What follows belongs to an exercise in optimizing a design on an open flow for small area and a short achievable clock period; a production flow would make more cautious choices. RTL that was checked went through simulation tests only; none was proved equivalent to the original. No functional check of the RTL was part of run 6. Power is estimated from default activity; no workload was simulated.

==> flow/design.v <==
module node_rf_wr_arbiter #(
    parameter int NUM_WR = 4
) (
    input  logic [NUM_WR-1:0]         hit,     
    input  logic                      open,    
    input  logic [NUM_WR-1:0]         beat,    
    input  logic [NUM_WR*NUM_WR-1:0]  kill,    
    output logic [NUM_WR-1:0]         commit,
    output logic                      we       
);
    always_comb begin
        logic killed;
        we = 1'b0;
        for (int p = 0; p < NUM_WR; p++) begin
            killed = 1'b0;
            for (int q = 0; q < NUM_WR; q++)
                if (q != p) killed = killed | (hit[q] & kill[q*NUM_WR + p]);
            commit[p] = hit[p] & open & beat[p] & !killed;
            we = we | (hit[p] & beat[p]);
        end
        we = we & open;
    end
endmodule
module node_weight_rf #(
    parameter int NUM_NODES  = 16,
    parameter int ADDR_W     = 6,
    parameter int NUM_RD     = 4,
    parameter int NUM_WR     = 4,
    parameter int INIT_LANES = 4
) (
    input  logic                       clk,
    input  logic                       rst,
    input  logic                       init_start,
    input  logic [ADDR_W-1:0]          init_src,
    output logic                       init_busy,
    output logic                       init_done,
    input  logic [NUM_RD*ADDR_W-1:0]   rd_addr,
    output logic [NUM_RD*7-1:0]        rd_weight,
    output logic [NUM_RD*5-1:0]        rd_pred,
    input  logic [NUM_WR-1:0]          wr_en,
    input  logic [NUM_WR*ADDR_W-1:0]   wr_addr,
    input  logic [NUM_WR*12-1:0]       wr_data,
    input  logic                       wr_relax,
    input  logic                       mark_en,
    input  logic [ADDR_W-1:0]          mark_addr,
    output logic [NUM_RD-1:0]          rd_visited,
    output logic [NUM_WR-1:0]          wr_ack,
    output logic                       any_update
);
    localparam int WEIGHT_W = 7;
    localparam int PRED_W   = 5;
    localparam int MEM_W    = WEIGHT_W + PRED_W;
    localparam int IDX_W    = $clog2(NUM_NODES);
    localparam int SWEEP_CYCLES = NUM_NODES / INIT_LANES;
    localparam int CNT_W    = (SWEEP_CYCLES > 1) ? $clog2(SWEEP_CYCLES) : 1;
    localparam logic [CNT_W-1:0] LAST_CNT = CNT_W'(SWEEP_CYCLES - 1);
    localparam logic [WEIGHT_W-1:0] INF = {WEIGHT_W{1'b1}};
    function automatic logic lt_f(input logic [WEIGHT_W-1:0] a, input logic [WEIGHT_W-1:0] b);
        logic [WEIGHT_W-1:0] g, p;
        logic [WEIGHT_W-1:0] g1, p1;
        logic [WEIGHT_W-1:0] g2, p2;
        logic [WEIGHT_W-1:0] g3, p3;
        g = ~a & b;      
        p = ~a | b;      
        for (int i = 0; i < WEIGHT_W; i++) begin
            if (i >= 1) begin g1[i] = g[i] | (p[i] & g[i-1]); p1[i] = p[i] & p[i-1]; end
            else        begin g1[i] = g[i];                   p1[i] = p[i];          end
        end
        for (int i = 0; i < WEIGHT_W; i++) begin
            if (i >= 2) begin g2[i] = g1[i] | (p1[i] & g1[i-2]); p2[i] = p1[i] & p1[i-2]; end
            else        begin g2[i] = g1[i];                     p2[i] = p1[i];           end
        end
        for (int i = 0; i < WEIGHT_W; i++) begin
            if (i >= 4) begin g3[i] = g2[i] | (p2[i] & g2[i-4]); p3[i] = p2[i] & p2[i-4]; end
            else        begin g3[i] = g2[i];                     p3[i] = p2[i];           end
        end
        lt_f = g3[WEIGHT_W-1];
    endfunction
    logic                busy_q, done_q;
    logic [CNT_W-1:0]    cnt_q;
    logic [WEIGHT_W-1:0] w_q [NUM_NODES];
    logic [PRED_W-1:0]   p_q [NUM_NODES];
    logic [NUM_NODES-1:0] vis_q;
    logic [NUM_NODES-1:0] rsel_q [NUM_RD];   
    logic [NUM_RD-1:0]   rinf_q;        
    logic [NUM_WR-1:0]   ack_q;
    logic                busy_d, done_d, sweep_last;
    logic [CNT_W-1:0]    cnt_d;
    logic [WEIGHT_W-1:0] w_d [NUM_NODES];
    logic [PRED_W-1:0]   p_d [NUM_NODES];
    logic [NUM_NODES-1:0] vis_d;
    assign sweep_last = busy_q && (cnt_q == LAST_CNT);
    always_comb begin
        busy_d = busy_q ? !sweep_last : init_start;
        done_d = sweep_last;
        cnt_d  = busy_q ? cnt_q + 1'b1 : '0;
    end
    logic [WEIGHT_W-1:0]       wr_w [NUM_WR];
    logic [NUM_WR*NUM_WR-1:0]  wr_kill;
    logic [3:0]                wr_lo [NUM_WR];    
    logic [3:0]                wr_hi [NUM_WR];    
    logic [NUM_WR-1:0]         wr_hit [NUM_NODES];
    logic [NUM_WR-1:0]         wr_beat [NUM_NODES];
    logic [NUM_WR-1:0]         wr_commit [NUM_NODES];
    logic [NUM_NODES-1:0]      wr_we;
    logic [NUM_WR-1:0]         ack_d;
    always_comb begin
        logic [ADDR_W-1:0] wa;
        for (int p = 0; p < NUM_WR; p++) begin
            wr_w[p] = wr_data[p*MEM_W + PRED_W +: WEIGHT_W];
            wa = wr_addr[p*ADDR_W +: ADDR_W];
            for (int k = 0; k < 4; k++) begin
                wr_lo[p][k] = wa[1:0] == 2'(k);
                wr_hi[p][k] = wr_en[p] && !busy_q && (wa[ADDR_W-1:IDX_W] == '0) && (wa[3:2] == 2'(k));
            end
        end
        wr_kill = '0;
        for (int p = 0; p < NUM_WR; p++)
            for (int q = 0; q < NUM_WR; q++)
                if (q < p)      wr_kill[q*NUM_WR + p] = !wr_relax || !lt_f(wr_w[p], wr_w[q]);
                else if (q > p) wr_kill[q*NUM_WR + p] = wr_relax && lt_f(wr_w[q], wr_w[p]);
        for (int n = 0; n < NUM_NODES; n++) begin
            for (int p = 0; p < NUM_WR; p++) begin
                wr_hit[n][p]  = wr_hi[p][n / 4] && wr_lo[p][n % 4];
                wr_beat[n][p] = !wr_relax || lt_f(wr_w[p], w_q[n]);
            end
        end
    end
    for (genvar n = 0; n < NUM_NODES; n++) begin : g_arb
        node_rf_wr_arbiter #(
            .NUM_WR (NUM_WR)
        ) u_arb (
            .hit    (wr_hit[n]),
            .open   (!(wr_relax && vis_q[n])),
            .beat   (wr_beat[n]),
            .kill   (wr_kill),
            .commit (wr_commit[n]),
            .we     (wr_we[n])
        );
    end
    always_comb begin
        ack_d = '0;
        for (int n = 0; n < NUM_NODES; n++) ack_d = ack_d | wr_commit[n];
    end
    always_comb begin
        logic              sw, src;
        logic [MEM_W-1:0]  wd;
        for (int n = 0; n < NUM_NODES; n++) begin
            wd  = '0;
            for (int p = 0; p < NUM_WR; p++)
                wd = wd | (wr_data[p*MEM_W +: MEM_W] & {MEM_W{wr_commit[n][p]}});
            sw  = busy_q && (cnt_q == CNT_W'(n / INIT_LANES));
            src = sweep_last && (init_src == ADDR_W'(n));
            if (src) begin
                w_d[n] = '0;
                p_d[n] = PRED_W'(n);
            end else if (sw) begin
                w_d[n] = INF;
                p_d[n] = PRED_W'(n);
            end else if (wr_we[n]) begin
                w_d[n] = wd[PRED_W +: WEIGHT_W];
                p_d[n] = wd[PRED_W-1:0];
            end else begin
                w_d[n] = w_q[n];
                p_d[n] = p_q[n];
            end
            vis_d[n] = (mark_en && mark_addr == ADDR_W'(n)) || (vis_q[n] && !sw);
        end
    end
    always_ff @(posedge clk) begin
        if (!rst) begin
            busy_q <= 1'b0;
            done_q <= 1'b0;
            cnt_q  <= '0;
            vis_q  <= '0;
            rinf_q <= '0;
            for (int r = 0; r < NUM_RD; r++) rsel_q[r] <= '0;
            ack_q  <= '0;
            for (int n = 0; n < NUM_NODES; n++) begin
                w_q[n] <= INF;
                p_q[n] <= '0;
            end
        end else begin
            busy_q <= busy_d;
            done_q <= done_d;
            cnt_q  <= cnt_d;
            vis_q  <= vis_d;
            ack_q  <= ack_d;
            for (int r = 0; r < NUM_RD; r++) begin
                rinf_q[r] <= rd_addr[r*ADDR_W + IDX_W +: ADDR_W - IDX_W] != '0;
                for (int n = 0; n < NUM_NODES; n++)
                    rsel_q[r][n] <= rd_addr[r*ADDR_W +: ADDR_W] == ADDR_W'(n);
            end
            for (int n = 0; n < NUM_NODES; n++) begin
                w_q[n] <= w_d[n];
                p_q[n] <= p_d[n];
            end
        end
    end
    always_comb begin
        logic [NUM_NODES-1:0] dec;
        logic [WEIGHT_W-1:0]  w;
        logic [PRED_W-1:0]    pr;
        for (int r = 0; r < NUM_RD; r++) begin
            dec = rsel_q[r];
            w  = {WEIGHT_W{rinf_q[r]}};
            pr = '0;
            for (int n = 0; n < NUM_NODES; n++) begin
                w  = w  | (w_q[n] & {WEIGHT_W{dec[n]}});
                pr = pr | (p_q[n] & {PRED_W{dec[n]}});
            end
            rd_weight[r*WEIGHT_W +: WEIGHT_W] = w;
            rd_pred[r*PRED_W +: PRED_W]       = pr;
            rd_visited[r]                     = |(vis_q & dec);
        end
    end
    assign init_busy  = busy_q;
    assign init_done  = done_q;
    assign wr_ack     = ack_q;
    assign any_update = |ack_q;
endmodule
module node_rf_top (
    input  logic        clk,
    input  logic        rst,
    input  logic        init_start,
    input  logic [5:0]  init_src,
    output logic        init_busy,
    output logic        init_done,
    input  logic [23:0] rd_addr,
    output logic [27:0] rd_weight,
    output logic [19:0] rd_pred,
    input  logic [3:0]  wr_en,
    input  logic [23:0] wr_addr,
    input  logic [47:0] wr_data,
    input  logic        wr_relax,
    input  logic        mark_en,
    input  logic [5:0]  mark_addr,
    output logic [3:0]  rd_visited,
    output logic [3:0]  wr_ack,
    output logic        any_update
);
    node_weight_rf #(
        .NUM_NODES  (16),
        .ADDR_W     (6),
        .NUM_RD     (4),
        .NUM_WR     (4),
        .INIT_LANES (4)
    ) u_rf (
        .clk        (clk),
        .rst        (rst),
        .init_start (init_start),
        .init_src   (init_src),
        .init_busy  (init_busy),
        .init_done  (init_done),
        .rd_addr    (rd_addr),
        .rd_weight  (rd_weight),
        .rd_pred    (rd_pred),
        .wr_en      (wr_en),
        .wr_addr    (wr_addr),
        .wr_data    (wr_data),
        .wr_relax   (wr_relax),
        .mark_en    (mark_en),
        .mark_addr  (mark_addr),
        .rd_visited (rd_visited),
        .wr_ack     (wr_ack),
        .any_update (any_update)
    );
endmodule
==> flow/flow/run.sh <==
#!/bin/bash
# Standard layout (standard.sh) with changes passed as ORFS make variables:
#  - abc maps with flow/map.abc (area-oriented) instead of ORFS's abc_area.script;
#  - port buffers are buf_2 cells;
#  - repair_timing aims at a tighter setup target (SETUP_SLACK_MARGIN);
#  - any further variables listed in flow/settings.sh (EXTRA).
# The make run's full output goes to flow_make.log in this folder.
set -uo pipefail
HERE=$(pwd)
export FLOW_ABC_SCRIPT=$HERE/flow/map.abc
EXTRA=()
source $HERE/flow/settings.sh
bash standard.sh SYNTH_SCRIPT=$HERE/flow/synth.tcl \
  "BUFFER_PORTS_ARGS=-buffer_cell sky130_fd_sc_hd__buf_2" \
  SETUP_SLACK_MARGIN=$MARGIN "${EXTRA[@]}" finish > $HERE/flow_make.log 2>&1
==> flow/flow/abc_dont_use.txt <==
sky130_fd_sc_hd__nor4_1 sky130_fd_sc_hd__nor4_2 sky130_fd_sc_hd__nor4_4 sky130_fd_sc_hd__nor4b_1 sky130_fd_sc_hd__nor4b_2 sky130_fd_sc_hd__nor4b_4 sky130_fd_sc_hd__nor4bb_1 sky130_fd_sc_hd__nor4bb_2 sky130_fd_sc_hd__nor4bb_4 sky130_fd_sc_hd__a2111oi_0 sky130_fd_sc_hd__a2111oi_1 sky130_fd_sc_hd__a2111oi_2 sky130_fd_sc_hd__a2111oi_4 sky130_fd_sc_hd__o41ai_1 sky130_fd_sc_hd__o41ai_2 sky130_fd_sc_hd__o41ai_4 sky130_fd_sc_hd__a41oi_1 sky130_fd_sc_hd__a41oi_2 sky130_fd_sc_hd__a41oi_4
==> flow/flow/map.abc <==
strash
balance
dch
map -a
topo
stime -c
==> flow/flow/settings.sh <==
MARGIN=5.5
EXTRA=("CTS_ARGS=-sink_clustering_enable -repair_clock_nets -dont_use_dummy_load -buf_list sky130_fd_sc_hd__clkbuf_8 -root_buf sky130_fd_sc_hd__clkbuf_16 -sink_clustering_size 16 -sink_clustering_max_diameter 50")
==> flow/flow/synth.tcl <==
# Standard synthesis (synth_recipe.tcl) with one change: abc maps with flow/map.abc,
# leaving out any cells listed in flow/abc_dont_use.txt.
proc synth {args} { yosys synth -nofsm -noshare {*}$args }
proc abc {args} {
  set i [lsearch -exact $args -script]
  if { $i >= 0 } { set args [lreplace $args [expr {$i + 1}] [expr {$i + 1}] $::env(FLOW_ABC_SCRIPT)] }
  set f [file join [file dirname $::env(FLOW_ABC_SCRIPT)] abc_dont_use.txt]
  if { [file exists $f] } {
    set fh [open $f r]
    foreach c [split [string trim [read $fh]]] { if { $c ne "" } { lappend args -dont_use $c } }
    close $fh
  }
  yosys abc {*}$args
}
source $::env(SCRIPTS_DIR)/synth.tcl
# left out here: clear keep_hierarchy, flatten, clean up, hide names made inside functions, write 1_2_yosys.v
==> flow/standard.sh <==
#!/bin/bash
# synth_recipe.tcl (not shown) runs the flow's synth.tcl, then flattens the netlist and writes it again
# the make line also repeats each setting of config.mk as NAME=value (left out here)
make -C /OpenROAD-flow-scripts/flow DESIGN_CONFIG=/design/flow/config.mk WORK_HOME=/design/flow/orfs CLKGATE_MAP_FILE= SYNTH_SCRIPT=/design/flow/synth_recipe.tcl "${@:-finish}"
==> flow/config.mk <==
export PLATFORM = sky130hd
export DESIGN_NAME = node_rf_top
export DESIGN_NICKNAME = node_rf_top
export VERILOG_FILES = /design/flow/design.v
export SDC_FILE = /design/flow/constraint.sdc
export NUM_CORES = 4
export LEC_CHECK = 0
export ABC_AREA = 1
export CAP_MARGIN = 20
export CELL_PAD_IN_SITES_DETAIL_PLACEMENT = 1
export CELL_PAD_IN_SITES_GLOBAL_PLACEMENT = 2
export CORE_MARGIN = 2
export CORE_UTILIZATION = 25
export GPL_ROUTABILITY_DRIVEN = 1
export PLACE_DENSITY = 0.35
export SLEW_MARGIN = 20
==> flow/constraint.sdc <==
create_clock -name core_clock -period 10.0 [get_ports {clk}]
set_input_delay 2.0000 -clock core_clock [delete_from_list [all_inputs] [get_ports {clk}]]
set_output_delay 2.0000 -clock core_clock [all_outputs]
set_load 0.01 [all_outputs]
==> results of run 1 <==
[cells by family (layout without fill, tap and decap cells)]
| family | Yosys count | count (layout) | synth area share [%] |
|---|---|---|---|
| AO/OA/AOI/OAI | 1783 | 1783 | 47.4 |
| flip-flops | 284 | 284 | 22.7 |
| other | 0 | 6 | 0 |
| AND/OR/NAND/NOR | 1291 | 1297 | 22.2 |
| adder cells (fa/ha/maj) | 4 | 4 | 0.200 |
| buffers and inverters | 503 | 913 | 7.53 |
[stage by stage]
stage               util, %  area, sq um  hold slack [ns]
floorplan                 -        25200            0.437
global placement       28.6        28500            0.461
detailed placement     28.6        28500            0.464
CTS                    30.9        30800            0.475
global route           32.1        32000            0.505
finish                 32.1        32000            0.472
[per-layer routing]
layer	part of all wire, %	GRT usage [%]	vias up
met5	0.027	0	-
met4	10	39.8	10
met3	13	17.7	944
met2	38	67.1	3501
met1	38	60.8	20200
li1	-	-	16100
[placed cells by master, fill, tap and decap left out, types with 11 or more instances in the layout]
| cell | instances |
|---|---|
| nand4_1 | 115 |
| nor2_2 | 17 |
| o2111ai_1 | 13 |
| o211ai_1 | 108 |
| nand3_2 | 18 |
| nand3_1 | 104 |
| o21ai_0 | 224 |
| buf_2 | 166 |
| dfxtp_2 | 40 |
| nor2_4 | 11 |
| nand2_4 | 18 |
| clkinv_4 | 11 |
| clkbuf_8 | 51 |
| a211oi_1 | 52 |
| dfxtp_1 | 242 |
| buf_4 | 119 |
| nand3b_1 | 12 |
| o22ai_1 | 429 |
| nor3_2 | 12 |
| buf_6 | 33 |
| o221ai_1 | 148 |
| o21ai_1 | 11 |
| a21oi_1 | 311 |
| clkinv_2 | 57 |
| buf_12 | 20 |
| nand2_1 | 468 |
| nor3_1 | 130 |
| clkinv_1 | 373 |
| a31oi_1 | 41 |
| o31ai_1 | 14 |
| clkinvlp_4 | 32 |
| nand3_4 | 18 |
| nor2_1 | 355 |
| a221oi_1 | 191 |
| a22oi_1 | 171 |
[registers in the layout, summed over array words and instances, names as in the netlist]
register     count
u_rf.rsel_q     64
u_rf.vis_q      16
u_rf.ack_q       4
u_rf.busy_q      1
u_rf.p_q        80
u_rf.w_q       112
u_rf.rinf_q      4
u_rf.cnt_q       2
u_rf.done_q      1
[synth_stat cells (2+ instances only)]
library cell | count | share of area, %
a22oi_1 | 172 | 5.1
o311ai_0 | 3 | 0.10
nand4_1 | 115 | 2.9
nand3b_1 | 12 | 0.36
o31ai_1 | 18 | 0.54
o221a_2 | 2 | 0.090
a21oi_1 | 314 | 6.3
nor3_1 | 144 | 2.9
o2111ai_1 | 22 | 0.77
clkinv_1 | 503 | 7.5
a311oi_1 | 2 | 0.070
dfxtp_1 | 284 | 23
o211ai_1 | 108 | 3.2
a31oi_1 | 43 | 1.1
a221oi_1 | 203 | 7.1
a31o_2 | 2 | 0.070
a211oi_1 | 64 | 1.9
nor3b_1 | 3 | 0.090
nand2_1 | 492 | 7.4
nor2_1 | 383 | 5.7
o21ai_0 | 242 | 4.8
nand3_1 | 138 | 2.8
ha_1 | 4 | 0.20
o221ai_1 | 150 | 5.2
o22ai_1 | 431 | 11
[report_power, final]
part           total [uW]  leakage (uW)  internal [uW]  switching [uW]
Clock                1100      0.000421            526             570
Sequential           1260       0.00232           1170            89.3
Combinational        1030       0.00756            258             775
[worst min-delay path by stage]
stage                                   to                         from  cells after the start  slack [ns]
5_1_grt           u_rf.cnt_q[0]$_SDFF_PN0_     u_rf.cnt_q[0]$_SDFF_PN0_                      1        0.50
4_1_cts        u_rf.w_q[2][5]$_SDFFE_PN1P_  u_rf.w_q[2][5]$_SDFFE_PN1P_                      2        0.48
3_5_place_dp   u_rf.w_q[2][5]$_SDFFE_PN1P_  u_rf.w_q[2][5]$_SDFFE_PN1P_                      2        0.46
2_1_floorplan     u_rf.cnt_q[0]$_SDFF_PN0_     u_rf.cnt_q[0]$_SDFF_PN0_                      1        0.44
6_report          u_rf.cnt_q[0]$_SDFF_PN0_     u_rf.cnt_q[0]$_SDFF_PN0_                      1        0.47
3_3_place_gp      u_rf.cnt_q[0]$_SDFF_PN0_     u_rf.cnt_q[0]$_SDFF_PN0_                      1        0.46
[repair_timing]
item                       4_1_cts  5_1_grt
gates resized for setup        325      190
pin swaps                       16       21
cloned                           4        5
setup endpoints to repair      248      214
buffers inserted                38       33
[cell type report]
| class | instances | area share [%] |
|---|---|---|
| Multi-Input combinational cell | 3084 | 58.3 |
| Sequential cell | 284 | 17.9 |
| Timing Repair Buffer | 353 | 8.56 |
| Inverter | 503 | 7.43 |
| Tap cell | 1298 | 5.07 |
| Clock buffer | 55 | 2.54 |
| Timing Repair inverter | 2 | 0.0703 |
| Antenna cell | 6 | 0.0469 |
==> summary.md, run 1 <==
| Metric | Value |
|---|---|
| GR Overflow Total | 0 |
| Remaining DRCs | 0 |
| Htree depth | 2 |
| Die Wd | between 300 and 400 um |
| Period utilization | 46.1% |
| Sequential-to-total area share from yosys stat | 22.7% |
| Final setup fails | 0 |
| GP Congestion | between 1 and 1.5 |
| Fill cells | 12500 |
| Root buffer cell | clkbuf_16 |
| Initial Util | between 20% and 30% |
| Fin nets | 4404 |
| Setup crit start kind | primary input |
| Worst-Margin Slew | approximately 1.2 ns |
| PortBufs | about 180 |
| Setup Crit Path Kind | in2reg |
| Fin cells | ~5600 |
| Final TNS setup | 0 ns |
| Clk slew on worst S/H paths | 0.05 ns |
| Final worst slack | ~5.4 ns |
| Chip Height | about 320 um |
| Multi-input gate area | between 15000 and 20000 sq um |
| Top delay family on crit path | simple AND/OR/NAND/NOR gates |
| CTS tree | done |
| Netlist cell types | 36 |
| Reg2reg start | u_rf.w_q[3][6]$_SDFFE_PN1P_ |
| Buf/Inv on CP | 6 |
| R2r setup slk | between 6 and 7 ns |
| Worst-path maximum fanout | 23 |
| Clock Path Buffers | 3 |
| Fmax | 0.217 GHz |
| Ys Warns | 23 |
| Min cycle time layout | about 4.6 ns |
| Initial DRC Count | around 6000 |
| Tot Pwr | roughly 3400 uW |
| CTS Sinks | about 280 |
| Worst path depth | 18 |
| Most used cell, CP | nand2_1 |
| VDD IR-drop max | 0.114 mV |
| Synthesized Nets | between 3000 and 4000 |
| Worst Setup End Kind | register |
| Antenna violations before repair | 19 |
| Mean routed wirelength per cell | 47.3 um |
| P_leak | 0.0103 uW |
| Post-Syn Instances | a little under 4000 |
| CP max-delay cell | nand4_1 |
| Number of global-route vias before repair | around 38000 |
| Fin. max-slew vios | 0 |
| Post-synth EDFFs | 0 |
| Avg Synthesized Cell Area | about 6.5 sq um |
| Pre-CTS setup slack | 3.01 ns |
| Reg2reg path depth | 17 |
| Sequential cell area | 5740 sq um |
| Ports | about 180 |
| Row count | 116 |
| Worst-Skew Late Latency | 0.65 ns |
| Syn-to-layout area delta | 27.6% |
| Max Cap Viol | 0 |
| Via density | 7.30 |
| Top FF cell, synth | dfxtp_1 |
| Final Hold Viols | 0 |
| Power Dens Cells | 106 nW/um^2 |
| Pin count of the biggest net entering global routing | between 100 and 150 |
| CTS buffer count | 55 |
| Status | complete, no violations |
| Slowest stage delay, CP | 0.31 ns |
| DIE AREA | approximately 100000 sq um |
| RR Endpoint | u_rf.w_q[3][6]$_SDFFE_PN1P_ |
| Post-Route Skew | ~0.07 ns |
| Netlist Area Pre-Place | 25100 sq um |
| Worst setup startpoint | wr_data[9] |
| Placed Cells incl. Taps | around 5400 |
| DP Wirelength | 193 mm |
| Async SR Flop Fraction | 0% |
| Total track usage | 48.9% |
| Yosys reg bits | around 280 |
| Worst EP arrival | between 5 and 6 ns |
| Required @ worst endpoint | between 10 and 15 ns |
| HP Class | reg2reg |
| Hold buffers post-CTS | 0 |
| Layout cells sized above 1 | roughly 18% |
| Critical path cell sequence | buf_2 -> clkinv_1 -> buf_12 -> o21ai_0 -> a21oi_1 -> nand3_1 -> nand4_1 -> nand2_1 -> nand2_1 -> nand2_1 -> nand2_4 -> clkinvlp_4 -> nand2_4 -> clkinv_1 -> nor2_4 -> buf_12 -> o21ai_1 -> o211ai_1 |
| Via count | 40800 |
| Unrepaired setup endpoints after global routing | true |
| Core Region | 99700 sq um |
| DR pass1 iterations | 8 |
| Routed Antenna Nets | 0 |
| Critical Path End | u_rf.w_q[3][6]$_SDFFE_PN1P_ |
| Slew HR | a little under a quarter |
| First-pass GRT wire length | ~340 mm |
| Final wirelength | 264 mm |
==> run 2, diff against run 1 <==
==> flow/flow/map.abc (replaced) <==
strash
balance
dc2
balance
dch
map -a
topo
stime -c
==> summary.md, run 2 <==
| Metric | Value |
|---|---|
| Post-synthesis simple-gate area fraction | 16.4% (-5.7 points) |
| Slowest stage delay, CP | 0.71 ns (+0.40 ns) |
| Post-Syn Instances | 3674 (-4.9%) |
| Yosys reg bits | 284 (unchanged) |
| GP Congestion | 1.17 (+9.1%) |
| Worst-Margin Slew | 1.06 ns (-0.0915 ns) |
| Synth top area cells | dfxtp_1 (23%), o22ai_1 (14%), clkinv_1 (8.0%) |
| Largest family of logic cells by synthesized area | compound AO/OA/AOI/OAI gates |
| Clk slew on worst S/H paths | 0.05 ns (about the same) |
| Fmax | 0.206 GHz (-4.8%) |
| Commonest cells post-synth | o22ai_1 (554), clkinv_1 (519), nor2_1 (351) |
| Post-Route Skew | 0.106 ns (+0.0341 ns) |
| DR pass1 iterations | 15 (+7) |
| Tot Pwr | 3450 uW (+2.0%) |
| Via density | 7.95 (+8.9%) |
| Buf/Inv on CP | 4 (-2) |
| Sequential-to-total area share from yosys stat | 23.3% (+0.64 points) |
| Synth Area in Compound Gates | 52.1% (+4.6 points) |
| Final Hold Viols | 0 (unchanged) |
| Largest registers | u_rf.w_q: 112 flops, u_rf.p_q: 80 flops, u_rf.rsel_q: 64 flops |
| Most frequent cells in the layout | o22ai_1 (538), clkinv_1 (342), nor2_1 (304), nand2_1 (300), o21ai_0 (272) |
| Area leader, netlist | dfxtp_1 |
| Syn-to-layout area delta | 37.5% |
| Setup crit start kind | primary input |
| PortBufs | 175 (unchanged) |
| Initial Util | 25.2% (+0.071 points) |
| Async SR Flop Fraction | 0% (unchanged) |
| Clock Path Buffers | 3 (unchanged) |
| Commonest non-fill, non-tap cell in the layout | o22ai_1 |
| Critical path cell sequence | buf_2 -> buf_12 -> o22ai_2 -> a31oi_4 -> o21ai_2 -> a22oi_2 -> a221oi_2 -> o21ai_2 -> nand4_1 -> o21ai_1 -> buf_4 -> nand2_8 -> buf_12 -> o211ai_1 |
| Avg Synthesized Cell Area | 6.64 sq um (+2.3%) |
| Synth top area share | 23.3% (+0.64 points) |
| Total track usage | 55.7% (+6.8 points) |
| Htree depth | 2 (unchanged) |
| Worst EP arrival | 5.23 ns (+0.19 ns) |
| Via count | 43800 (+7.2%) |
| Final TNS setup | 0 ns (unchanged) |
| Synthesized Nets | 3795 (-4.8%) |
| Top FF cell, synth | dfxtp_1 |
| Min cycle time layout | 4.84 ns (+0.235 ns) |
| CTS tree | done |
| Fin. max-slew vios | 0 (unchanged) |
| Slew HR | 29.1% (+5.8 points) |
| Root buffer cell | clkbuf_16 |
| Period utilization | 48.4% (+2.3 points) |
| Die Wd | 316 um (-1.4%) |
| Final worst slack | 5.16 ns (-0.235 ns) |
| Worst Setup End Kind | register |
| Worst-Skew Late Latency | 0.67 ns (+0.02 ns) |
| Top delay family on crit path | compound AO/OA/AOI/OAI gates |
| Initial DRC Count | 8387 (+39%) |
| VDD IR-drop max | 0.101 mV (-12%) |
| Pre-CTS setup slack | 2.60 ns (-0.413 ns) |
| CTS buffer count | 51 (-7.3%) |
| HP Class | reg2reg |
| Row count | 114 (-1.7%) |
| Setup Crit Path Kind | in2reg |
| Top reg by flops | u_rf.w_q |
| Post-synth EDFFs | 0 (unchanged) |
| Routed Antenna Nets | 0 (unchanged) |
| Required @ worst endpoint | 10.39 ns (-0.04 ns) |
| Status | complete, no violations |
| Netlist Area Pre-Place | 24400 sq um (-2.7%) |
| Netlist cell types | 33 (-8.3%) |
| Antenna violations before repair | 28 (+9) |
| Ports | 176 (unchanged) |
| DIE AREA | 100000 sq um (-2.7%) |
| Max Cap Viol | 0 (unchanged) |
| Final setup fails | 0 (unchanged) |
| Count leader, synth | o22ai_1 |
| Remaining DRCs | 0 (unchanged) |
| Post-synthesis mux area share | 0% (unchanged) |
| Unrepaired setup endpoints after global routing | true |
| Worst-path maximum fanout | 6 (-74%) |
| Number of global-route vias before repair | 40500 (+6.1%) |
| First-pass GRT wire length | 376 mm (+9.3%) |
| Fill cells | 11900 (-4.5%) |
| Post-synthesis xor/xnor area fraction | 0% (unchanged) |
| Final wirelength | 293 mm (+11%) |
| Power Dens Cells | 103 nW/um^2 (-2.6%) |
| CP max-delay cell | o211ai_1 |
| Hold buffers post-CTS | 0 (unchanged) |
| CTS Sinks | 284 (unchanged) |
| Layout cells sized above 1 | 24.3% (+6.6 points) |
| Adder-cell share of the synthesized area | 0.205% (+0.0056 points) |
| Max reg flops | 112 (unchanged) |
| DP Wirelength | 211 mm (+9.1%) |
| Mean routed wirelength per cell | 53.2 um (+12%) |
| Core Region | 96700 sq um (-3.0%) |
| Ys Warns | 23 (unchanged) |
| P_leak | 0.0109 uW (+5.6%) |
| Pin count of the biggest net entering global routing | 68 (-39%) |
| GR Overflow Total | 0 (unchanged) |
| Chip Height | 316 um (-1.4%) |
| Fin nets | 4325 (-1.8%) |
-- run 2: power by group --
group,internal (uW),switching [uW]
sequential,1170,126
combinational,284,811
clock,492,574
total,1940,1510
-- run 2: repair_timing --
| action | 4_1_cts | 5_1_grt |
|---|---|---|
| setup endpoints to repair | 248 | 221 |
| gates cloned | 5 | 4 |
| pin swaps | 42 | 59 |
| buffers inserted | 97 | 96 |
| gates resized for setup | 585 | 281 |
-- run 2: kinds of logic after synthesis --
family	Yosys count
AO/OA/AOI/OAI	1925
AND/OR/NAND/NOR	942
buffers and inverters	519
flip-flops	284
adder cells (fa/ha/maj)	4
-- run 2: through the flow --
step	util (%)	instances	cell area, sq um	hold slack [ns]
finish	34.7	5500	33500	0.480
global route	34.6	5479	33500	0.533
CTS	32.5	5378	31500	0.494
detailed placement	28.6	5225	27700	0.482
global placement	28.6	5225	27700	0.450
floorplan	-	3674	24500	0.437
-- run 2: per-layer routing --
metal / vias to the layer above / GRT usage [%] / part of all wire (%)
li1: 15700 / - / -
met1: 21500 / 62.9 / 35
met2: 4828 / 72.8 / 36
met3: 1708 / 33.0 / 17
met4: 31 / 48.1 / 12
met5: - / 2.65 / 0.34
-- run 2: layout make-up --
class / instances / area [sq um] / area share [%]
multi-input combinational: 2871 / 18300 / 54.6
sequential: 284 / 5790 / 17.3
timing repair buffer: 474 / 4210 / 12.6
inverter: 519 / 2800 / 8.35
tap: 1276 / 1600 / 4.76
clock buffer: 51 / 758 / 2.26
antenna: 22 / 55.1 / 0.164
timing repair inverter: 3 / 28.8 / 0.0858
-- run 2: path summary, 6_finish.rpt --
check / to / depth (start not counted) / start / slack, ns
setup / recovery: u_rf.w_q[3][3]$_SDFFE_PN1P_ / 14 / wr_data[7] / 5.16
hold / removal: u_rf.cnt_q[0]$_SDFF_PN0_ / 1 / u_rf.cnt_q[0]$_SDFF_PN0_ / 0.48
setup reg to reg: u_rf.w_q[3][3]$_SDFFE_PN1P_ / 15 / u_rf.w_q[3][2]$_SDFFE_PN1P_ / 5.82
hold reg to reg: u_rf.cnt_q[0]$_SDFF_PN0_ / 1 / u_rf.cnt_q[0]$_SDFF_PN0_ / 0.48
-- run 2: worst reg2reg max path, delay by kind of cell (launching register included) --
family	cells	cell delay, ns
compound gates	10	2.05
buf+inv	4	0.85
flops	1	0.81
simple gates	1	0.25
==> run 3, diff against run 2 <==
==> flow/flow/map.abc (replaced) <==
strash
balance
dch
map -a
topo
stime -c
--- a/flow/config.mk
+++ b/flow/config.mk
@@ -11,6 +11,6 @@
 export CELL_PAD_IN_SITES_GLOBAL_PLACEMENT = 2
 export CORE_MARGIN = 2
-export CORE_UTILIZATION = 25
+export CORE_UTILIZATION = 30
 export GPL_ROUTABILITY_DRIVEN = 1
-export PLACE_DENSITY = 0.35
+export PLACE_DENSITY = 0.4
 export SLEW_MARGIN = 20
==> summary.md, run 3 <==
| Metric | Value |
|---|---|
| Status | complete, no violations |
| Total track usage | 55.1% (-0.54 points) |
| Worst-path maximum fanout | 11 (+5) |
| CTS Sinks | 284 (unchanged) |
| Setup Crit Path Kind | reg2out |
| Fin. max-slew vios | 0 (unchanged) |
| Count leader, synth | clkinv_1 |
| Clk slew on worst S/H paths | 0.07 ns (+0.02 ns) |
| Worst-Margin Slew | 1.29 ns (+0.226 ns) |
| Final Hold Viols | 0 (unchanged) |
| First-pass GRT wire length | 329 mm (-13%) |
| Ports | 176 (unchanged) |
| Max reg flops | 112 (unchanged) |
| Worst Setup End Kind | primary output |
| Reg2reg path depth | 15 (unchanged) |
| Slew HR | 13.1% (-16 points) |
| Setup crit start kind | register |
| Pin count of the biggest net entering global routing | 63 (-7.4%) |
| Post-Route Skew | 0.0956 ns (-0.0103 ns) |
| GP Congestion | 1.09 (-7.3%) |
| Area leader, netlist | dfxtp_1 |
| P_leak | 0.0104 uW (-4.1%) |
| Via density | 7.72 (-2.9%) |
| CTS buffer count | 51 (unchanged) |
| Hold buffers post-CTS | 0 (unchanged) |
| Antenna violations before repair | 14 (-50%) |
| DIE AREA | 86000 sq um (-14%) |
| Root buffer cell | clkbuf_16 |
| Top FF cell, synth | dfxtp_1 |
| Via count | 41500 (-5.1%) |
| Power share of the sequential group | 38.0% (+0.6 points) |
| Net Sw Frac | 42.4% (-1.4 points) |
| CTS tree | done |
| Die Wd | 293 um (-7.3%) |
| Period utilization | 46.6% (-1.8 points) |
| Most frequent cells in the layout | nand2_1 (470), o22ai_1 (428), clkinv_1 (403), nor2_1 (357), a21oi_1 (309) |
| Synth top area share | 22.7% (-0.64 points) |
| Pint | 1920 uW (-1.4%) |
| GR Overflow Total | 0 (unchanged) |
| Required @ worst endpoint | 8.00 ns (-2.39 ns) |
| Placed Cells incl. Taps | 5216 (-0.17%) |
| Fin cells | 5377 (-2.2%) |
| Final wirelength | 249 mm (-15%) |
| Initial DRC Count | 7287 (-13%) |
| Final TNS setup | 0 ns (unchanged) |
| Sw Pwr | 1410 uW (-6.8%) |
| Worst EP arrival | 2.66 ns (-2.57 ns) |
| Synth top area cells | dfxtp_1 (23%), o22ai_1 (11%), clkinv_1 (7.5%) |
| Fmax | 0.215 GHz (+3.9%) |
| Routed Antenna Nets | 0 (unchanged) |
| Post-synth EDFFs | 0 (unchanged) |
| Final setup fails | 0 (unchanged) |
| DP Wirelength | 179 mm (-15%) |
| Synthesized Nets | 3986 (+5.0%) |
| Yosys reg bits | 284 (unchanged) |
| Worst-Skew Late Latency | 0.63 ns (-0.04 ns) |
| Sequential-to-total area share from yosys stat | 22.7% (-0.64 points) |
| Avg Synthesized Cell Area | 6.49 sq um (-2.3%) |
| Commonest cells post-synth | clkinv_1 (503), nand2_1 (492), o22ai_1 (431) |
| Reg2reg start | u_rf.busy_q$_SDFF_PN0_ |
| Async SR Flop Fraction | 0% (unchanged) |
| Combinational share of power | 30.7% (-1.0 points) |
| Power Dens Cells | 104 nW/um^2 (+1.4%) |
| Min-Delay Path Depth | 1 (unchanged) |
| Finished Core Util | 38.3% (+3.6 points) |
| RR Endpoint | u_rf.w_q[3][2]$_SDFFE_PN1P_ |
| VDD IR-drop max | 0.114 mV (+14%) |
| Hold Path Sink | u_rf.cnt_q[0]$_SDFF_PN0_ |
| Netlist Area Pre-Place | 25100 sq um (+2.8%) |
| Top reg by flops | u_rf.w_q |
| Layout cells sized above 1 | 16.6% (-7.7 points) |
| Netlist cell types | 36 (+9.1%) |
| Min cycle time layout | 4.66 ns (-0.183 ns) |
| PortBufs | 175 (unchanged) |
| HP Class | reg2reg |
| Max Cap Viol | 0 (unchanged) |
| R2r setup slk | 6.18 ns (+0.36 ns) |
| DR pass1 iterations | 7 (-8) |
| Chip Height | 293 um (-7.3%) |
| Htree depth | 2 (unchanged) |
| Clk pwr share | 31.2% (+0.3 points) |
| Unrepaired setup endpoints after global routing | true |
| Clock Path Buffers | 3 (unchanged) |
| Post-Syn Instances | 3865 (+5.2%) |
| Row count | 106 (-7.0%) |
| Fin nets | 4415 (+2.1%) |
| Largest registers | u_rf.w_q: 112 flops, u_rf.p_q: 80 flops, u_rf.rsel_q: 64 flops |
| Initial Util | 30.2% (+4.9 points) |
| Ys Warns | 23 (unchanged) |
| Remaining DRCs | 0 (unchanged) |
| Commonest non-fill, non-tap cell in the layout | nand2_1 |
| Number of global-route vias before repair | 38400 (-5.4%) |
| Beginning of the worst hold path | u_rf.cnt_q[0]$_SDFF_PN0_ |
| Core Region | 83200 sq um (-14%) |
| Mean routed wirelength per cell | 46.4 um (-13%) |
| Syn-to-layout area delta | 26.9% |
-- run 3: cell count changes in the layout (fill, tap and decap cells not counted), moves of 61 or more --
cell	previous run	this run
a21oi_1	227	309
buf_4	220	136
clkinv_1	342	403
nand2_1	300	470
nand3_1	26	100
o22ai_1	538	428
-- run 3: kinds of logic (layout without fill, tap and decap cells) --
family          Yosys count  in the layout  synth area share [%]
flops                   284            284                  22.7
compound gates         1783           1783                  47.4
simple gates           1291           1297                  22.2
fa+ha+maj                 4              4                 0.200
other cells               0              5                     0
buf+inv                 503            924                  7.53
-- run 3: critical path, cell delays in order, from the launching register on --
cell,delay [ns]
dfxtp_1,1.00
clkinv_1,0.40
o22ai_1,0.26
a21oi_1,0.06
nand4_1,0.19
buf_2,0.17
-- run 3: final cells by class --
class / count / area [sq um]
clock buffers: 51 / 758
multi-input cells: 3084 / 18700
diodes: 5 / 12.5
well taps: 1080 / 1350
repair buffers: 366 / 3020
repair inverters: 4 / 33.8
inverters: 503 / 2280
flip-flops and latches: 284 / 5720
fillers: 10600 / 51300
-- run 3: metrics by stage --
stage / hold slack [ns] / instance area [sq um] / setup WS, ns / power, uW
floorplan: 0.437 / 25200 / 5.53 / 1600
global placement: 0.452 / 28200 / 3.01 / 2110
detailed placement: 0.465 / 28200 / 3.09 / 2110
CTS: 0.480 / 30700 / 5.49 / 3180
global route: 0.511 / 31800 / 5.39 / 3340
finish: 0.480 / 31800 / 5.34 / 3320
-- run 3: power by group through the flow --
stage | logic (uW) | registers, uW | clock network [uW]
after floorplan | 370 | 1230 | 0
after global placement | 836 | 1280 | 0
after detailed placement | 836 | 1280 | 0
after CTS | 901 | 1250 | 1030
after global routing | 1010 | 1260 | 1070
final | 1020 | 1260 | 1040
-- run 3: how the worst max path moves through the flow --
stage                                   endpoint  cells after the start                    startpoint  slack, ns
global placement    u_rf.w_q[10][6]$_SDFFE_PN1P_                     15                   wr_data[32]       3.01
finish                              rd_weight[1]                      5  u_rf.rsel_q[0][8]$_SDFF_PN0_       5.34
detailed placement  u_rf.w_q[10][4]$_SDFFE_PN1P_                     15                   wr_data[32]       3.09
global route                       rd_weight[24]                      6  u_rf.rsel_q[3][5]$_SDFF_PN0_       5.39
floorplan           u_rf.w_q[10][4]$_SDFFE_PN1P_                     11                   wr_data[32]       5.53
CTS                                rd_weight[19]                      5  u_rf.w_q[14][5]$_SDFFE_PN1P_       5.49
-- run 3: per-layer routing --
metal	GRT usage (%)	share of wire, %	vias up
met5	1.70	0.16	-
met4	46.5	11	12
met3	24.8	16	1231
met2	73.7	37	4020
met1	66.4	36	20200
li1	-	-	16100
-- run 3: timing repair --
item | CTS | global route
cloned | 7 | 6
resized for setup | 321 | 164
buffers inserted | 43 | 49
pin swaps | 27 | 28
endpoints found under the setup margin | 245 | 210
==> run 4, diff against run 3 <==
--- a/flow/flow/run.sh
+++ b/flow/flow/run.sh
@@ -12,4 +12,4 @@
 source $HERE/flow/settings.sh
 bash standard.sh SYNTH_SCRIPT=$HERE/flow/synth.tcl \
-  "BUFFER_PORTS_ARGS=-buffer_cell sky130_fd_sc_hd__buf_2" \
+  "BUFFER_PORTS_ARGS=-buffer_cell sky130_fd_sc_hd__buf_4" \
   SETUP_SLACK_MARGIN=$MARGIN "${EXTRA[@]}" finish > $HERE/flow_make.log 2>&1
--- a/flow/config.mk
+++ b/flow/config.mk
@@ -11,6 +11,6 @@
 export CELL_PAD_IN_SITES_GLOBAL_PLACEMENT = 2
 export CORE_MARGIN = 2
-export CORE_UTILIZATION = 30
+export CORE_UTILIZATION = 25
 export GPL_ROUTABILITY_DRIVEN = 1
-export PLACE_DENSITY = 0.4
+export PLACE_DENSITY = 0.35
 export SLEW_MARGIN = 20
==> summary.md, run 4 <==
| Metric | Value |
|---|---|
| Top FF cell, synth | dfxtp_1 |
| Synthesized Nets | 3986 (unchanged) |
| Mean routed wirelength per cell | 47.8 um (+3.1%) |
| Chip Height | 321 um (+9.4%) |
| Hold Worst Slack | 0.482 ns (+0.00181 ns) |
| First-pass GRT wire length | 349 mm (+6.1%) |
| Commonest non-fill, non-tap cell in the layout | nand2_1 |
| Count leader, synth | clkinv_1 |
| Async SR Flop Fraction | 0% (unchanged) |
| Sequential-to-total area share from yosys stat | 22.7% (unchanged) |
| Most frequent cells in the layout | nand2_1 (472), o22ai_1 (429), clkinv_1 (378), nor2_1 (350), a21oi_1 (307) |
| HP Class | reg2reg |
| Slew HR | 23.2% (+10 points) |
| Slowest stage delay, CP | 0.58 ns (-0.42 ns) |
| PortBufs | 175 (unchanged) |
| Status | complete, no violations |
| Unrepaired setup endpoints after global routing | true |
| Final Hold Viols | 0 (unchanged) |
| Setup Crit Path Kind | reg2out |
| Largest registers | u_rf.w_q: 112 flops, u_rf.p_q: 80 flops, u_rf.rsel_q: 64 flops |
| Final wirelength | 267 mm (+6.8%) |
| Setup crit start kind | register |
| Clock Path Buffers | 3 (unchanged) |
| Fin. max-slew vios | 0 (unchanged) |
| Tot Pwr | 3460 uW (+4.0%) |
| CTS Sinks | 284 (unchanged) |
| VDD IR-drop max | 0.113 mV (-0.89%) |
| Worst-Margin Slew | 1.15 ns (-0.139 ns) |
| Required @ worst endpoint | 8.00 ns (about the same) |
| Power Dens Cells | 107 nW/um^2 (+2.2%) |
| Worst-path maximum fanout | 7 (-4) |
| DIE AREA | 103000 sq um (+20%) |
| Root buffer cell | clkbuf_16 |
| DP Area | 28800 sq um (+2.1%) |
| Clk slew on worst S/H paths | 0.06 ns (about the same) |
| Remaining DRCs | 0 (unchanged) |
| Syn-to-layout area delta | 29.2% |
| GP Congestion | 1.08 (-0.58%) |
| Period utilization | 46.9% (+0.26 points) |
| Initial DRC Count | 6726 (-7.7%) |
| Row count | 116 (+9.4%) |
| Finished Core Util | 32.5% (-5.8 points) |
| Max Cap Viol | 0 (unchanged) |
| CTS tree | done |
| GR Overflow Total | 0 (unchanged) |
| Worst-Skew Late Latency | 0.66 ns (+0.03 ns) |
| Post-Syn Instances | 3865 (unchanged) |
| Netlist cell types | 36 (unchanged) |
| Post-synth EDFFs | 0 (unchanged) |
| Yosys reg bits | 284 (unchanged) |
| Total track usage | 49.5% (-5.6 points) |
| DP Wirelength | 193 mm (+7.8%) |
| Fin nets | 4392 (-0.52%) |
| Post-Route Skew | 0.102 ns (+0.00605 ns) |
| Worst EP arrival | 2.69 ns (+0.03 ns) |
| CP max-delay cell | nor3_1 |
| Fmax | 0.213 GHz (-0.56%) |
| Antenna violations before repair | 19 (+5) |
| Final setup fails | 0 (unchanged) |
| Top delay family on crit path | simple AND/OR/NAND/NOR gates |
| Number of global-route vias before repair | 38500 (+0.31%) |
| Routed Antenna Nets | 0 (unchanged) |
| Htree depth | 2 (unchanged) |
| Area leader, netlist | dfxtp_1 |
| Via count | 40900 (-1.4%) |
| Netlist Area Pre-Place | 25100 sq um (unchanged) |
| Layout cells sized above 1 | 17.1% (+0.51 points) |
| P_leak | 0.0104 uW (about the same) |
| Design Area, Final | 32400 sq um (+1.8%) |
| Commonest cells post-synth | clkinv_1 (503), nand2_1 (492), o22ai_1 (431) |
| CTS buffer count | 59 (+16%) |
| Hold buffers post-CTS | 0 (unchanged) |
| Min cycle time layout | 4.69 ns (+0.0263 ns) |
| Ports | 176 (unchanged) |
| Initial Util | 25.2% (-5.0 points) |
| Final TNS setup | 0 ns (unchanged) |
| Buf/Inv on CP | 2 (unchanged) |
| Max reg flops | 112 (unchanged) |
| Worst Setup End Kind | primary output |
| Synth top area cells | dfxtp_1 (23%), o22ai_1 (11%), clkinv_1 (7.5%) |
| Via density | 7.35 (-4.9%) |
| Pin count of the biggest net entering global routing | 54 (-14%) |
| Core Region | 99700 sq um (+20%) |
| Top reg by flops | u_rf.w_q |
| Ys Warns | 23 (unchanged) |
| DR pass1 iterations | 6 (-1) |
| Critical path cell sequence | clkinvlp_4 -> o22ai_1 -> nor3_1 -> nand4_1 -> buf_4 |
| Avg Synthesized Cell Area | 6.49 sq um (unchanged) |
| Synth top area share | 22.7% (unchanged) |
| Die Wd | 321 um (+9.4%) |
## run 4: cell types whose count changed in the layout (fill, tap and decap cells not counted), sizes merged
| cell | change |
|---|---|
| bufbuf | -1 |
| clkinv | -4 |
| clkbuf | +4 |
| inv | +1 |
| nand3 | -1 |
| buf | -25 |
| o221ai | +1 |
| clkinvlp | +2 |
## run 4: final cells by class
type / instances / area, sq um
antenna: 5 / 12.5
clock buffer: 59 / 868
fill: 12500 / 67300
inverter: 503 / 2370
multi-input combinational: 3084 / 18700
sequential: 284 / 5730
tap: 1298 / 1620
timing repair buffer: 336 / 3070
timing repair inverter: 3 / 43.8
## run 4: kinds of logic (layout without fill, tap and decap cells)
family,count (synthesis),after routing,synth area share (%)
compound gates,1783,1784,47.4
simple gates,1291,1296,22.2
buf+inv,503,901,7.53
flops,284,284,22.7
fa+ha+maj,4,4,0.200
other cells,0,5,0
## run 4: final timing paths
kind                                               endpoint                    startpoint  slack, ns  cells after the start
worst max register to register  u_rf.w_q[0][2]$_SDFFE_PN1P_      u_rf.cnt_q[0]$_SDFF_PN0_       6.15                     11
worst min-delay path            u_rf.w_q[2][2]$_SDFFE_PN1P_   u_rf.w_q[2][2]$_SDFFE_PN1P_       0.48                      2
worst max-delay path                          rd_weight[17]  u_rf.w_q[13][3]$_SDFFE_PN1P_       5.31                      5
worst min register to register  u_rf.w_q[2][2]$_SDFFE_PN1P_   u_rf.w_q[2][2]$_SDFFE_PN1P_       0.48                      2
## run 4: timing repair
item | in CTS | in global routing
endpoints found under the setup margin | 248 | 224
cloned | 7 | 3
resized for setup | 344 | 169
setup buffers | 51 | 27
pin swaps | 30 | 18
## run 4: where the power goes
part,switching (uW),internal [uW]
Combinational,800,272
Clock,575,558
Sequential,85.9,1170
## run 4: stage by stage
step | std cells | setup WS (ns)
after floorplan | 3865 | 5.53
after global placement | 5420 | 2.91
after detailed placement | 5420 | 2.84
after CTS | 5537 | 5.44
after global routing | 5567 | 5.44
final | 5572 | 5.31
## run 4: worst reg2reg max path: stages (launching register included)
cell	delay, ns
dfxtp_1	0.39
clkinv_1	0.12
ha_1	0.21
nand2_1	0.05
buf_4	0.51
clkinv_1	0.44
nor2_1	0.96
a21boi_0	0.45
buf_4	0.26
nor2_2	0.09
o21ai_0	0.15
nand2_1	0.08
## run 4: layer usage
| metal | track usage (%) | share of wire, % | vias up |
|---|---|---|---|
| met5 | 0.662 | 0.064 | - |
| met4 | 38.3 | 9.6 | 16 |
| met3 | 19.6 | 14 | 983 |
| met2 | 67.7 | 38 | 3520 |
| met1 | 61.5 | 38 | 20400 |
| li1 | - | - | 16000 |
==> run 5, diff against run 4 <==
--- a/flow/flow/run.sh
+++ b/flow/flow/run.sh
@@ -12,4 +12,4 @@
 source $HERE/flow/settings.sh
 bash standard.sh SYNTH_SCRIPT=$HERE/flow/synth.tcl \
-  "BUFFER_PORTS_ARGS=-buffer_cell sky130_fd_sc_hd__buf_4" \
+  "BUFFER_PORTS_ARGS=-buffer_cell sky130_fd_sc_hd__buf_2" \
   SETUP_SLACK_MARGIN=$MARGIN "${EXTRA[@]}" finish > $HERE/flow_make.log 2>&1
--- a/flow/config.mk
+++ b/flow/config.mk
@@ -7,5 +7,5 @@
 export LEC_CHECK = 0
 export ABC_AREA = 1
-export CAP_MARGIN = 20
+export CAP_MARGIN = 5
 export CELL_PAD_IN_SITES_DETAIL_PLACEMENT = 1
 export CELL_PAD_IN_SITES_GLOBAL_PLACEMENT = 2
@@ -14,3 +14,3 @@
 export GPL_ROUTABILITY_DRIVEN = 1
 export PLACE_DENSITY = 0.35
-export SLEW_MARGIN = 20
+export SLEW_MARGIN = 5
==> summary.md, run 5 <==
| Metric | Value |
|---|---|
| Status | complete, no violations |
| Synth top area share | 22.7% (unchanged) |
| CTS Sinks | 284 (unchanged) |
| Root buffer cell | clkbuf_16 |
| Layout cells sized above 1 | 17.7% (+0.55 points) |
| Worst-Margin Slew | 1.22 ns (+0.0736 ns) |
| Power Dens Cells | 106 nW/um^2 (-0.51%) |
| Top reg by flops | u_rf.w_q |
| Via count | 40800 (-0.37%) |
| Unrepaired setup endpoints after global routing | true |
| Top delay family on crit path | flip-flops |
| Core Region | 99700 sq um (unchanged) |
| Row count | 116 (unchanged) |
| CTS tree | done |
| Beginning of the worst hold path | u_rf.w_q[2][5]$_SDFFE_PN1P_ |
| Remaining DRCs | 0 (unchanged) |
| Async SR Flop Fraction | 0% (unchanged) |
| DP Wirelength | 193 mm (+0.10%) |
| Netlist Area Pre-Place | 25100 sq um (unchanged) |
| Fill cells | 12500 (-0.41%) |
| Initial Util | 25.2% (unchanged) |
| Fin. max-slew vios | 0 (unchanged) |
| Post-Syn Instances | 3865 (unchanged) |
| Sequential-to-total area share from yosys stat | 22.7% (unchanged) |
| Required @ worst endpoint | 8.00 ns (about the same) |
| Count leader, synth | clkinv_1 |
| P_leak | 0.0103 uW (-0.84%) |
| PortBufs | 175 (unchanged) |
| Syn-to-layout area delta | 27.6% |
| Synthesized Nets | 3986 (unchanged) |
| Placed Cells incl. Taps | 5444 (+0.44%) |
| Ports | 176 (unchanged) |
| Chip Height | 321 um (unchanged) |
| Avg Synthesized Cell Area | 6.49 sq um (unchanged) |
| Htree depth | 2 (unchanged) |
| Clk slew on worst S/H paths | 0.05 ns (about the same) |
| Netlist cell types | 36 (unchanged) |
| Top FF cell, synth | dfxtp_1 |
| VDD IR-drop max | 0.114 mV (+0.74%) |
| Sw Pwr | 1430 uW (-1.8%) |
| Clock Path Buffers | 3 (unchanged) |
| Worst setup startpoint | u_rf.w_q[4][5]$_SDFFE_PN1P_ |
| Synth top area cells | dfxtp_1 (23%), o22ai_1 (11%), clkinv_1 (7.5%) |
| DIE AREA | 103000 sq um (unchanged) |
| Mean routed wirelength per cell | 47.4 um (-0.83%) |
| GR Overflow Total | 0 (unchanged) |
| Via density | 7.31 (-0.47%) |
| Post-Route Skew | 0.0612 ns (-0.0404 ns) |
| Final TNS setup | 0 ns (unchanged) |
| Net Sw Frac | 42.2% (about the same) |
| Buf/Inv on CP | 2 (unchanged) |
| Final Hold Viols | 0 (unchanged) |
| Pre-CTS setup slack | 2.97 ns (+0.122 ns) |
| Worst Setup End Kind | primary output |
| DP Area | 28500 sq um (-0.89%) |
| Power share of the sequential group | 37.0% (+0.7 points) |
| Ys Warns | 23 (unchanged) |
| Yosys reg bits | 284 (unchanged) |
| Worst EP arrival | 2.62 ns (-0.07 ns) |
| CTS buffer count | 57 (-3.4%) |
| Total track usage | 49.1% (-0.40 points) |
| Hold buffers post-CTS | 0 (unchanged) |
| Number of global-route vias before repair | 38100 (-1.0%) |
| Final setup fails | 0 (unchanged) |
| Critical path cell sequence | clkinvlp_4 -> o221ai_1 -> nor3_1 -> nand4_1 -> buf_2 |
| Post-synth EDFFs | 0 (unchanged) |
| Commonest cells post-synth | clkinv_1 (503), nand2_1 (492), o22ai_1 (431) |
| Min cycle time layout | 4.62 ns (-0.0669 ns) |
| Tot Pwr | 3400 uW (-1.8%) |
| Fmax | 0.216 GHz (+1.4%) |
| Area leader, netlist | dfxtp_1 |
| Pint | 1960 uW (-1.7%) |
| Fin cells | 5578 (+0.11%) |
| Initial DRC Count | 6533 (-2.9%) |
| Clk pwr share | 32.7% (about the same) |
| GP Congestion | 1.08 (-0.58%) |
| Combinational share of power | 30.3% (-0.7 points) |
| Die Wd | 321 um (unchanged) |
| Slowest stage delay, CP | 0.59 ns (about the same) |
| Final wirelength | 265 mm (-0.72%) |
| Final worst slack | 5.38 ns (+0.0669 ns) |
| Slew HR | 18.3% (-4.9 points) |
| HP Class | reg2reg |
| Worst-path maximum fanout | 10 (+3) |
| DR pass1 iterations | 9 (+3) |
| CP max-delay cell | dfxtp_1 |
| Worst-Skew Late Latency | 0.65 ns (about the same) |
| First-pass GRT wire length | 346 mm (-0.75%) |
| Period utilization | 46.2% (-0.67 points) |
| Routed Antenna Nets | 0 (unchanged) |
| Setup crit start kind | register |
| Pin count of the biggest net entering global routing | 111 (+110%) |
| Max Cap Viol | 0 (unchanged) |
| Commonest non-fill, non-tap cell in the layout | nand2_1 |
| Fin nets | 4401 (+0.20%) |
| Most frequent cells in the layout | nand2_1 (469), o22ai_1 (429), clkinv_1 (372), nor2_1 (359), a21oi_1 (311) |
| Design Area, Final | 32000 sq um (-1.3%) |
| Setup Crit Path Kind | reg2out |
| Reg2reg start | u_rf.cnt_q[0]$_SDFF_PN0_ |
| Max reg flops | 112 (unchanged) |
| Antenna violations before repair | 13 (-6) |
| Largest registers | u_rf.w_q: 112 flops, u_rf.p_q: 80 flops, u_rf.rsel_q: 64 flops |
[run 5: repair_timing]
| item | 4_1_cts | 5_1_grt |
|---|---|---|
| pin swaps | 18 | 20 |
| setup endpoints to repair | 248 | 217 |
| endpoints found under the hold margin | 0 | 0 |
| gates cloned | 4 | 5 |
| gates resized for setup | 342 | 179 |
| buffers inserted | 36 | 30 |
[run 5: through the flow]
step	hold slack, ns	utilization, %
after floorplan	0.437	-
after global placement	0.461	28.6
after detailed placement	0.464	28.6
after CTS	0.475	31.1
after global routing	0.511	32.1
final	0.478	32.1
[run 5: worst paths after layout]
kind | to | cells past startpoint | slack (ns)
setup / recovery | rd_weight[12] | 5 | 5.38
hold / removal | u_rf.w_q[2][5]$_SDFFE_PN1P_ | 2 | 0.48
setup reg to reg | u_rf.w_q[0][4]$_SDFFE_PN1P_ | 10 | 6.11
hold reg to reg | u_rf.w_q[2][5]$_SDFFE_PN1P_ | 2 | 0.48
[run 5: cells by family after synthesis]
logic type | after synthesis | synth area share (%)
compound gates | 1783 | 47.4
fa+ha+maj | 4 | 0.200
buf+inv | 503 | 7.53
flops | 284 | 22.7
simple gates | 1291 | 22.2
[run 5: worst min-delay path, stage by stage (launching register included)]
cell     delay, ns
dfxtp_1       0.33
a21oi_1       0.07
nand2_1       0.05
[run 5: power groups by stage]
stage	sequential [uW]	clock, uW	combinational (uW)
after global routing	1250	1170	1030
after detailed placement	1270	0	872
final	1260	1110	1030
after global placement	1270	0	872
after CTS	1250	1120	936
after floorplan	1230	0	370
[run 5: final cells by class]
cell class	instances	area, sq um	share of cell area [%]
multi-input cells	3083	18700	58.3
flip-flops and latches	284	5750	18.0
repair buffers	349	2730	8.53
inverters	503	2390	7.47
well taps	1298	1620	5.07
clock buffers	57	841	2.63
repair inverters	2	16.3	0.0508
diodes	2	5.00	0.0156
[run 5: per-layer routing]
metal | vias to the layer above | GRT usage [%] | wire length, um
met5 | - | 0 | 175
met4 | 12 | 39.0 | 26500
met3 | 943 | 17.9 | 34600
met2 | 3430 | 67.6 | 101000
met1 | 20300 | 61.3 | 102000
li1 | 16100 | - | -
==> run 6, diff against run 5 <==
--- a/flow/design.v
+++ b/flow/design.v
@@ -12,12 +12,13 @@
         logic killed;
         we = 1'b0;
+        for (int p = 0; p < NUM_WR; p++)
+            we = we | (hit[p] & beat[p]);
+        we = we & open;
         for (int p = 0; p < NUM_WR; p++) begin
             killed = 1'b0;
             for (int q = 0; q < NUM_WR; q++)
                 if (q != p) killed = killed | (hit[q] & kill[q*NUM_WR + p]);
-            commit[p] = hit[p] & open & beat[p] & !killed;
-            we = we | (hit[p] & beat[p]);
-        end
-        we = we & open;
+            commit[p] = hit[p] & !killed & we;
+        end
     end
 endmodule
--- a/flow/config.mk
+++ b/flow/config.mk
@@ -7,5 +7,5 @@
 export LEC_CHECK = 0
 export ABC_AREA = 1
-export CAP_MARGIN = 5
+export CAP_MARGIN = 20
 export CELL_PAD_IN_SITES_DETAIL_PLACEMENT = 1
 export CELL_PAD_IN_SITES_GLOBAL_PLACEMENT = 2
@@ -14,3 +14,3 @@
 export GPL_ROUTABILITY_DRIVEN = 1
 export PLACE_DENSITY = 0.35
-export SLEW_MARGIN = 5
+export SLEW_MARGIN = 20
==> summary.md, run 6 <==
| Metric | Value |
|---|---|
| Status | complete, no violations |
| Reg2reg start | u_rf.busy_q$_SDFF_PN0_ |
| Chip Height | 319 um (-0.62%) |
| Worst-path maximum fanout | 7 (-3) |
| Yosys reg bits | 284 (unchanged) |
| Max Cap Viol | 0 (unchanged) |
| GP Congestion | 1.07 (-0.34%) |
| Clock Path Buffers | 3 (unchanged) |
| Fin. max-slew vios | 0 (unchanged) |
| Netlist Area Pre-Place | 24800 sq um (-1.2%) |
| Worst Setup End Kind | primary output |
| Fin nets | 4323 (-1.8%) |
| Synth top area cells | dfxtp_1 (23%), o22ai_1 (9.4%), a221oi_1 (9.2%) |
| Synthesized Nets | 3858 (-3.2%) |
| Final TNS setup | 0 ns (unchanged) |
| Hold Path Sink | u_rf.p_q[15][2]$_SDFFE_PN0P_ |
| Fin cells | 5495 (-1.5%) |
| PortBufs | 175 (unchanged) |
| Top reg by flops | u_rf.w_q |
| CTS buffer count | 60 (+5.3%) |
| Power Dens Cells | 106 nW/um^2 (-0.26%) |
| Post-Route Skew | 0.120 ns (+0.0591 ns) |
| Root buffer cell | clkbuf_16 |
| DIE AREA | 102000 sq um (-1.2%) |
| CTS Sinks | 284 (unchanged) |
| Remaining DRCs | 0 (unchanged) |
| Ys Warns | 23 (unchanged) |
| Post-Syn Instances | 3737 (-3.3%) |
| Row count | 115 (-0.86%) |
| Initial DRC Count | 7381 (+13%) |
| Antenna violations before repair | 12 (-1) |
| Count leader, synth | clkinv_1 |
| Commonest cells post-synth | clkinv_1 (497), nand2_1 (409), nor2_1 (380) |
| Final setup fails | 0 (unchanged) |
| Final Hold Viols | 0 (unchanged) |
| VDD IR-drop max | 0.112 mV (-1.7%) |
| Layout cells sized above 1 | 21.6% (+3.9 points) |
| CP max-delay cell | dfxtp_1 |
| Critical path cell sequence | clkinv_2 -> o22ai_1 -> a221oi_1 -> nand4_1 -> buf_2 |
| HP Class | reg2reg |
| Number of global-route vias before repair | 39800 (+4.4%) |
| GR Overflow Total | 0 (unchanged) |
| First-pass GRT wire length | 358 mm (+3.5%) |
| Initial Util | 25.2% (+0.049 points) |
| Reg2reg path depth | 17 (+7) |
| Via count | 41900 (+2.8%) |
| Mean routed wirelength per cell | 49.9 um (+5.3%) |
| Post-synth EDFFs | 0 (unchanged) |
| CTS tree | done |
| Setup Crit Path Kind | reg2out |
| Hold buffers post-CTS | 0 (unchanged) |
| Beginning of the worst hold path | u_rf.p_q[15][2]$_SDFFE_PN0P_ |
| Routed Antenna Nets | 0 (unchanged) |
| Placed Cells incl. Taps | 5310 (-2.5%) |
| R2r setup slk | 5.87 ns (-0.24 ns) |
| Clk slew on worst S/H paths | 0.06 ns (about the same) |
| Period utilization | 46.7% (+0.47 points) |
| Slew HR | 17.4% (-0.93 points) |
| Core Region | 98300 sq um (-1.4%) |
| Synth top area share | 22.9% (+0.29 points) |
| Slowest stage delay, CP | 0.74 ns (+0.15 ns) |
| Finished Core Util | 33.2% (+1.1 points) |
| Min cycle time layout | 4.67 ns (+0.0469 ns) |
| Unrepaired setup endpoints after global routing | true |
| DP Wirelength | 196 mm (+1.2%) |
| Max reg flops | 112 (unchanged) |
| Worst EP arrival | 2.67 ns (+0.05 ns) |
| Syn-to-layout area delta | 31.8% |
| Commonest non-fill, non-tap cell in the layout | o22ai_1 |
| Via density | 7.63 (+4.3%) |
| Top delay family on crit path | flip-flops |
| Die Wd | 319 um (-0.62%) |
| Pin count of the biggest net entering global routing | 78 (-30%) |
| Setup crit start kind | register |
| Area leader, netlist | dfxtp_1 |
| Final wirelength | 274 mm (+3.7%) |
| Total track usage | 51.3% (+2.2 points) |
| Final worst slack | 5.33 ns (-0.0469 ns) |
| Most frequent cells in the layout | o22ai_1 (369), nand2_1 (358), clkinv_1 (325), nor2_1 (306), a21oi_1 (303) |
| Sequential-to-total area share from yosys stat | 22.9% (+0.29 points) |
| Required @ worst endpoint | 8.00 ns (about the same) |
| Pre-CTS setup slack | 2.74 ns (-0.231 ns) |
| P_leak | 0.0106 uW (+2.5%) |
| Min-Delay Path Depth | 2 (unchanged) |
| Netlist cell types | 30 (-17%) |
| Top FF cell, synth | dfxtp_1 |
| Async SR Flop Fraction | 0% (unchanged) |
| Ports | 176 (unchanged) |
| Largest registers | u_rf.w_q: 112 flops, u_rf.p_q: 80 flops, u_rf.rsel_q: 64 flops |
| Htree depth | 2 (unchanged) |
| Buf/Inv on CP | 2 (unchanged) |
| Hold Worst Slack | 0.479 ns (+0.000933 ns) |
| DR pass1 iterations | 8 (-1) |
| RR Endpoint | u_rf.w_q[6][6]$_SDFFE_PN1P_ |
| Worst-Margin Slew | 1.24 ns (+0.0168 ns) |
| Worst-Skew Late Latency | 0.69 ns (+0.04 ns) |
| Avg Synthesized Cell Area | 6.63 sq um (+2.1%) |
| Fmax | 0.214 GHz (-1.0%) |
==> run 6: changes by cell type in the layout (fill, tap and decap cells not counted), sizes merged, moves of 18 or more <==
cell,before,now
nand2,496,411
nand3,139,59
o22ai,431,373
a221oi,203,259
buf,345,389
a22oi,172,213
o21ai,242,281
a211oi,64,30
o211ai,108,85
o2111ai,22,40
==> run 6: worst max path at each step <==
| stage | startpoint | end | slack, ns | depth (start not counted) |
|---|---|---|---|---|
| floorplan | wr_data[47] | u_rf.p_q[9][3]$_SDFFE_PN0P_ | 5.50 | 12 |
| finish | u_rf.w_q[4][1]$_SDFFE_PN1P_ | rd_weight[22] | 5.33 | 5 |
| detailed placement | wr_data[44] | u_rf.w_q[11][3]$_SDFFE_PN1P_ | 2.74 | 15 |
| global route | wr_addr[5] | u_rf.p_q[8][3]$_SDFFE_PN0P_ | 5.39 | 16 |
| CTS | wr_addr[11] | u_rf.w_q[11][1]$_SDFFE_PN1P_ | 5.42 | 15 |
| global placement | wr_data[21] | u_rf.w_q[11][1]$_SDFFE_PN1P_ | 2.85 | 15 |
==> run 6: cell families after synthesis <==
logic type | share of synthesized area, %
AOI/OAI and AO/OA | 49.3
adders and majority gates | 0.202
and+or+nand+nor | 20.0
DFF | 22.9
buffers and inverters | 7.53
==> run 6: worst reg2reg max path, cell delays in order (launching register included) <==
cell and delay, ns:
dfxtp_1 0.48, clkinv_1 0.46, nand3_1 0.44, nor3_1 0.10, inv_2 0.19, nor2_4 0.10
clkinv_1 0.14, a31oi_1 0.06, a2111o_1 0.52, o21ai_1 0.14, buf_4 0.18, clkinv_4 0.13
nand2_8 0.14, clkinv_4 0.12, nand2_1 0.12, o221ai_1 0.14, o21ai_2 0.33, o211ai_1 0.14
==> run 6: area by class of cell <==
cell class	count	area, sq um
Antenna cell	8	20.0
Clock buffer	60	882
Fill cell	12200	65600
Inverter	497	2530
Multi-Input combinational cell	2958	18600
Sequential cell	284	5740
Tap cell	1287	1610
Timing Repair Buffer	396	3270
Timing Repair inverter	5	58.8
==> run 6: power by group <==
group,internal [uW],leakage [uW],total [uW],switching [uW]
Clock,566,0.000457,1150,588
Combinational,248,0.00782,1030,785
Sequential,1170,0.00231,1270,105
Total,1980,0.0106,3460,1480
==> run 6: per-stage QoR <==
| stage | instance area (sq um) | total power [uW] |
|---|---|---|
| global route | 32600 | 3480 |
| CTS | 31300 | 3330 |
| detailed placement | 28200 | 2120 |
| finish | 32700 | 3460 |
| global placement | 28200 | 2110 |
| floorplan | 24900 | 1570 |
==> run 6: timing repair <==
item | CTS | global route
setup buffers | 63 | 41
endpoints found under the hold margin | 0 | 0
gates cloned | 9 | 4
resized for setup | 496 | 249
pin swaps | 25 | 32
setup endpoints to repair | 246 | 233
==> run 6: metal layers <==
layer	track usage [%]	up-vias	share of wire, %
met5	0.331	-	0.10
met4	41.0	10	10
met3	23.4	1182	15
met2	68.5	4064	38
met1	62.7	20800	37
li1	-	15800	-

## separate check: timing with driven ports
How much do the figures lean on ideal ports? The routed layouts below were timed once more, with nothing changed but the port constraints.
Step 1 assumes that a clkbuf_16 drives the clock port and a buf_2 every other input.
Step 2 times the ports against the registers' clock, not the clock port: input delays grow and output delays shrink by t, the midpoint of the rising clock arrivals with the driver on.
Slacks: no drivers / after step 1 / after step 2; pairs: no drivers / after step 1.
| run | t (ns) | setup WS [ns] |
|---|---|---|
| run 1 | 0.691 | 5.392 / 5.351 / 4.747 |
| run 2 | 0.693 | 5.157 / 5.191 / 4.498 |
| run 3 | 0.660 | 5.340 / 5.265 / 4.811 |
| run 4 | 0.687 | 5.314 / 5.238 / 4.742 |
| run 5 | 0.694 | 5.381 / 5.302 / 4.750 |
| run 6 | 0.706 | 5.334 / 5.257 / 4.707 |
After both steps every run listed still meets setup and hold.
